This design comes from an exercise in tuning for small area, a short achievable clock period and few clock cycles per item on the open sky130 flow, not from production work.
Where RTL was checked, it was by simulation tests only, not by an equivalence proof against the original.
Power figures rest on the tool's default switching activity, not on a simulated workload.

Setup of the previous run:
## mult_stage
module mult_stage
(
  input  logic                            i_clk,
  input  logic                            i_rst,
  input  logic                            FS_rdy,
  output logic                            FS_ack,
  input  logic [32:0]                     i_ctl,
  input  logic [PEROW*DWD-1:0]            i_input,
  input  logic [PEROW*DWD-1:0]            i_weight,
  input  logic [PEROW*PSUMDWD-1:0]        i_psum,
  output logic                            MS_rdy,
  input  logic                            MS_ack,
  output logic [PEROW*PSUMDWD-1:0]        o_prod,
  output logic [PEROW*PSUMDWD-1:0]        o_psum,
  output logic [7:0]                      o_ctl
);
For scale: roughly 4000 cells after synthesis, ~390 flip-flops, ~41000 um^2 of cells after synthesis.
export LEC_CHECK = 0
export CAP_MARGIN = 20
export CORE_MARGIN = 2
export CORE_UTILIZATION = 40
export SETUP_SLACK_MARGIN = 4.5
export SLEW_MARGIN = 20
export TNS_END_PERCENT = 20
create_clock -name core_clock -period 10.0 [get_ports {i_clk}]
standard.sh (not shown) runs the stock make flow with config.mk's settings and CLKGATE_MAP_FILE= SYNTH_SCRIPT=/design/flow/synth_recipe.tcl, a recipe that flattens the netlist after the stock synthesis.
==> flow/flow/run.sh <==
#!/bin/bash
# The standard layout, with every port buffered by a minimum-size buffer
# (sky130_fd_sc_hd__buf_1) instead of the delay cell buffer_ports picks by itself.
set -euo pipefail
bash standard.sh "BUFFER_PORTS_ARGS=-buffer_cell sky130_fd_sc_hd__buf_1" finish > standard_make.log 2>&1
Per the final summary, the previous run finished and its layout is clean on timing, DRC and antenna.
The inputs of the current run differ from those of the previous run as listed below.
--- a/flow/design.v
+++ b/flow/design.v
@@ -39,18 +39,17 @@
   input  logic               is_x,      
   input  logic [3:0]         sa,        
   input  logic [3:0]         wen,       
   input  logic [DWD-1:0]     a,
   input  logic [DWD-1:0]     w,
   input  logic [DWD-1:0]     mx,        
   input  logic [NMC-1:0]     nmc,       
-  output logic [PSUMDWD-1:0] cs_p,      
-  output logic [PSUMDWD-1:0] cs_g       
+  output logic [PSUMDWD-1:0] cs_s,
+  output logic [PSUMDWD-1:0] cs_c
 );
-  logic [PSUMDWD-1:0] cs_s, cs_c;
   logic [DWD-1:0] ae;
   logic [16:0] ax;
   logic [16:0] pp [8];
   logic [7:0]  nb;
   logic [15:0] xb;
   assign ae = ({DWD{sa[0]}} & {{12{a[3]}},  a[3:0]})
             | ({DWD{sa[1]}} & {{8{a[7]}},   a[7:0]})
@@ -344,16 +343,14 @@
   mult_fa u138 (.a(s86), .b(c110), .c(s111), .s(s138), .co(c138));
   mult_fa u139 (.a(c86), .b(s112), .c(c111), .s(s139), .co(c139));
   mult_fa u140 (.a(pp[7][12]), .b(c112), .c(s113), .s(s140), .co(c140));
   mult_fa u141 (.a(pp[7][13]), .b(~pp[6][15]), .c(c113), .s(s141), .co(c141));
   mult_fa u142 (.a(pp[6][15]), .b(~pp[6][16]), .c(pp[7][14]), .s(s142), .co(c142));
   assign cs_s = {1'b1, pp[7][15], ~pp[7][15], s142, c140, s140, c138, c137, s137, c135, c134, c133, c132, c131, c130, c129, c128, c127, c126, c125, c124, c123, c122, c121, c120, s120, s119, c117, c116, c115, c114, s44};
   assign cs_c = {1'b0, ~pp[7][16], c142, c141, s141, c139, s139, s138, c136, s136, s135, s134, s133, s132, s131, s130, s129, s128, s127, s126, s125, s124, s123, s122, s121, c119, c118, s118, s117, s116, s115, s114};
-  assign cs_p = cs_s ^ cs_c;
-  assign cs_g = cs_s & cs_c;
 endmodule
 module mult_nm_compress (input logic [15:0] n, output logic [11:0] o);
   logic s1, c1;
   logic s2, c2;
   logic s3, c3;
   logic s4, c4;
   logic s5, c5;
@@ -393,15 +390,15 @@
       default:    numt_oh = 4'b1000;
     endcase
   endfunction
   logic full, is_mul, is_x;
   logic [3:0] sa, wen;
   logic [DWD-1:0] mx, nmx;
   logic [11:0] nmc;
-  logic [PEROW*PSUMDWD-1:0] cs_p, cs_g, p_q, g_q;
+  logic [PEROW*PSUMDWD-1:0] cs_s, cs_c, s_q, c_q;
   assign MS_rdy = full;
   assign FS_ack = FS_rdy && (!full || MS_ack);
   assign is_x   = ctl.mode == XNOR;
   assign is_mul = (ctl.mode != XNOR) && (ctl.mode <= P4);
   assign sa     = {4{is_mul}} & numt_oh(ctl.inumt);
   assign wen    = {ctl.wnumt >= 3'd4, ctl.wnumt >= 3'd3, ctl.wnumt >= 3'd2, 1'b1};
   assign mx     = {DWD{is_x}} & ctl.au_mask;
@@ -410,35 +407,35 @@
   always_ff @(posedge i_clk) begin
     if (i_rst)       full <= 1'b0;
     else if (FS_ack) full <= 1'b1;
     else if (MS_ack) full <= 1'b0;
   end
   always_ff @(posedge i_clk) begin
     if (FS_ack) begin
-      p_q    <= cs_p;
-      g_q    <= cs_g;
+      s_q    <= cs_s;
+      c_q    <= cs_c;
       o_psum <= i_psum;
       o_ctl  <= ctl.pass;
     end
   end
   for (genvar r = 0; r < PEROW; r++) begin : g_lane
     mult_slice_lane u_lane (
       .is_x   (is_x),
       .sa     (sa),
       .wen    (wen),
       .a      (i_input[DWD*r +: DWD]),
       .w      (i_weight[DWD*r +: DWD]),
       .mx     (mx),
       .nmc    (nmc),
-      .cs_p   (cs_p[PSUMDWD*r +: PSUMDWD]),
-      .cs_g   (cs_g[PSUMDWD*r +: PSUMDWD])
+      .cs_s   (cs_s[PSUMDWD*r +: PSUMDWD]),
+      .cs_c   (cs_c[PSUMDWD*r +: PSUMDWD])
     );
     logic [PSUMDWD-1:0] sg, sp, gg, pp;
-    assign sg = g_q[PSUMDWD*r +: PSUMDWD];
-    assign sp = p_q[PSUMDWD*r +: PSUMDWD];
+    assign sg = s_q[PSUMDWD*r +: PSUMDWD] & c_q[PSUMDWD*r +: PSUMDWD];
+    assign sp = s_q[PSUMDWD*r +: PSUMDWD] ^ c_q[PSUMDWD*r +: PSUMDWD];
     always_comb begin
       gg = sg;
       pp = sp;
       for (int l = 0; l < 5; l++)
         for (int i = 0; i < PSUMDWD; i++)
           if ((i >> l) & 1) begin
             gg[i] = gg[i] | (pp[i] & gg[((i >> l) << l) - 1]);
Per the comparison of the current run with the previous run, fraction of the mapped netlist area in adder cells went up; maximum buffer depth of the clock tree did not really move. Going from the previous run to the current run, post-layout instance count excluding filler cells shrinks by 2.4%. The previous run → the current run: register bit count reported by yosys shows a reduction of about 0.8%; relative contribution of combinational cells to total power grew by 5.2 points. Post-layout minimum cycle time, the current run and the previous run: lower on the current run. The current run against the previous run: clock group total power down 12%; growth of design area from synthesis to finish dropped 1.5 points; post-cts hold buffer count roughly the same; HPWL after detailed placement level; count of fill cells added during filler insertion went down by 72. For the current run, the start-to-end type of the worst setup path was reg -> out, unlike the previous run, where it was in -> reg. The final reports for the current run and the previous run show placed cell area lower in the former. On number of non-clock buffers: between the current run and the previous run, it ends up lower for the current run.
Testbench counts of the current run, summed over its fixed seeds: cycles 3,208, items 3,200.
For the previous run, only the layout was checked, not whether the RTL still works.

---

## run D
mult_stage, a different RTL version from the one above (not shown whole).
For scale: about 390 flip-flops, ~43000 sq um of cells after synthesis.
==> flow/design.v (excerpt) <==
module mult_stage
(
  input  logic                            i_clk,
  input  logic                            i_rst,
  input  logic                            FS_rdy,
  output logic                            FS_ack,
  input  logic [32:0]                     i_ctl,
  input  logic [PEROW*DWD-1:0]            i_input,
  input  logic [PEROW*DWD-1:0]            i_weight,
  input  logic [PEROW*PSUMDWD-1:0]        i_psum,
  output logic                            MS_rdy,
  input  logic                            MS_ack,
  output logic [PEROW*PSUMDWD-1:0]        o_prod,
  output logic [PEROW*PSUMDWD-1:0]        o_psum,
  output logic [7:0]                      o_ctl
);
==> module mult_stage, before the edit <==
module mult_stage
(
  input  logic                            i_clk,
  input  logic                            i_rst,
  input  logic                            FS_rdy,
  output logic                            FS_ack,
  input  logic [32:0]                     i_ctl,
  input  logic [PEROW*DWD-1:0]            i_input,
  input  logic [PEROW*DWD-1:0]            i_weight,
  input  logic [PEROW*PSUMDWD-1:0]        i_psum,
  output logic                            MS_rdy,
  input  logic                            MS_ack,
  output logic [PEROW*PSUMDWD-1:0]        o_prod,
  output logic [PEROW*PSUMDWD-1:0]        o_psum,
  output logic [7:0]                      o_ctl
);
  mult_stage_pkg::ms_ctl_t ctl;
  assign ctl = i_ctl;
  function automatic [3:0] numt_oh(input [NTW-1:0] n);
    case (n)
      3'd0, 3'd1: numt_oh = 4'b0001;
      3'd2:       numt_oh = 4'b0010;
      3'd3:       numt_oh = 4'b0100;
      default:    numt_oh = 4'b1000;
    endcase
  endfunction
  logic full, is_mul, is_x;
  logic [3:0] sa, wen;
  logic [DWD-1:0] mx, nmx;
  logic [PEROW*PSUMDWD-1:0] cs_s, cs_c, s_q, c_q;
  assign MS_rdy = full;
  assign FS_ack = FS_rdy && (!full || MS_ack);
  assign is_x   = ctl.mode == XNOR;
  assign is_mul = (ctl.mode != XNOR) && (ctl.mode <= P4);
  assign sa     = {4{is_mul}} & numt_oh(ctl.inumt);
  assign wen    = {ctl.wnumt >= 3'd4, ctl.wnumt >= 3'd3, ctl.wnumt >= 3'd2, 1'b1};
  assign mx     = {DWD{is_x}} & ctl.au_mask;
  assign nmx    = {DWD{is_x}} & ~ctl.au_mask;
  always_ff @(posedge i_clk) begin
    if (i_rst)       full <= 1'b0;
    else if (FS_ack) full <= 1'b1;
    else if (MS_ack) full <= 1'b0;
  end
  always_ff @(posedge i_clk) begin
    if (FS_ack) begin
      s_q    <= cs_s;
      c_q    <= cs_c;
      o_psum <= i_psum;
      o_ctl  <= ctl.pass;
    end
  end
  for (genvar r = 0; r < PEROW; r++) begin : g_lane
    mult_slice_lane u_lane (
      .is_x   (is_x),
      .sa     (sa),
      .wen    (wen),
      .a      (i_input[DWD*r +: DWD]),
      .w      (i_weight[DWD*r +: DWD]),
      .mx     (mx),
      .nmx    (nmx),
      .cs_s   (cs_s[PSUMDWD*r +: PSUMDWD]),
      .cs_c   (cs_c[PSUMDWD*r +: PSUMDWD])
    );
    assign o_prod[PSUMDWD*r +: PSUMDWD] = s_q[PSUMDWD*r +: PSUMDWD] + c_q[PSUMDWD*r +: PSUMDWD];
  end
endmodule
clock: 10.0 ns
lec_check: 0
cap_margin: 20
core_margin: 2
core_utilization: 40
cts_buf_list: sky130_fd_sc_hd__clkbuf_4 sky130_fd_sc_hd__clkbuf_8
setup_slack_margin: 4.5
slew_margin: 20
Scripts as last shown in full above: flow/flow/run.sh
Run D finished end to end and its layout was clean on timing, DRC and antenna.
Testbench counts of run D, summed over its fixed seeds: cycles 3,208, items 3,200.
Modified inputs, run X compared to run D
--- a/flow/design.v
+++ b/flow/design.v
@@ -31,10 +31,30 @@
 endmodule
 module mult_ha (input logic a, b, output logic s, co);
   assign s  = a ^ b;
   assign co = a & b;
 endmodule
+module mult_add32 (input logic [31:0] x, y, output logic [31:0] z);
+  logic [31:0] g, p, gg, pp;
+  always_comb begin
+    g  = x & y;
+    p  = x ^ y;
+    gg = g;
+    pp = p;
+    for (int d = 1; d < 32; d = d * 2)
+      for (int i = 2 * d - 1; i < 32; i = i + 2 * d) begin
+        gg[i] = gg[i] | (pp[i] & gg[i-d]);
+        pp[i] = pp[i] & pp[i-d];
+      end
+    for (int d = 8; d >= 1; d = d / 2)
+      for (int i = 3 * d - 1; i < 32; i = i + 2 * d) begin
+        gg[i] = gg[i] | (pp[i] & gg[i-d]);
+        pp[i] = pp[i] & pp[i-d];
+      end
+    z = p ^ {gg[30:0], 1'b0};
+  end
+endmodule
 module mult_slice_lane
 (
   input  logic               is_x,      
   input  logic [3:0]         sa,        
   input  logic [3:0]         wen,       
@@ -426,8 +446,12 @@
       .mx     (mx),
       .nmx    (nmx),
       .cs_s   (cs_s[PSUMDWD*r +: PSUMDWD]),
       .cs_c   (cs_c[PSUMDWD*r +: PSUMDWD])
     );
-    assign o_prod[PSUMDWD*r +: PSUMDWD] = s_q[PSUMDWD*r +: PSUMDWD] + c_q[PSUMDWD*r +: PSUMDWD];
+    mult_add32 u_add (
+      .x (s_q[PSUMDWD*r +: PSUMDWD]),
+      .y (c_q[PSUMDWD*r +: PSUMDWD]),
+      .z (o_prod[PSUMDWD*r +: PSUMDWD])
+    );
   end
 endmodule
Notes after the runs:
In run X the clock period minus final worst setup slack turned out 95 ps higher than in run D.
Critical path depth in run X is 2 higher than in run D
For run D, the endpoint of the worst setup timing path was o_prod[62], unlike run X, where it was o_prod[122].
Die area | run X < run D
Power: run X draws less than run D
Diff run D..run X | remaining global-route overflow | unchanged
Only the layout flow was run in run X; the RTL was not checked for function there.

==> separate check: timing with driven ports <==
How much do the figures lean on ideal ports? The routed layouts below were timed once more, with nothing changed but the port constraints.
Step 1: set_driving_cell puts a clkbuf_16 on i_clk and a buf_2 on each other input, an assumption about the parent block.
Step 2 moves the port delays by t, midway between the first and last clock arrival at a register: inputs arrive t later, outputs are due t later. That takes back most of the time a late clock gives input paths.
a / b / c = ideal / step 1 / step 2; a / b = the first two.
run | t (ns) | setup slack, ns | pins driven straight from the clock port
the previous run | 0.703 | 4.186 / 4.231 / 3.528 | 1
the current run | 0.697 | 4.239 / 4.172 / 3.661 | 1
run D | 0.782 | 4.219 / 4.156 / 3.722 | 1
run X | 0.780 | 4.124 / 4.058 / 3.728 | 1
After both steps setup and hold are still met in every run listed. For the previous run, which loses most, drivers alone change the setup slack by +0.045 ns; drivers and shift together by -0.658 ns.
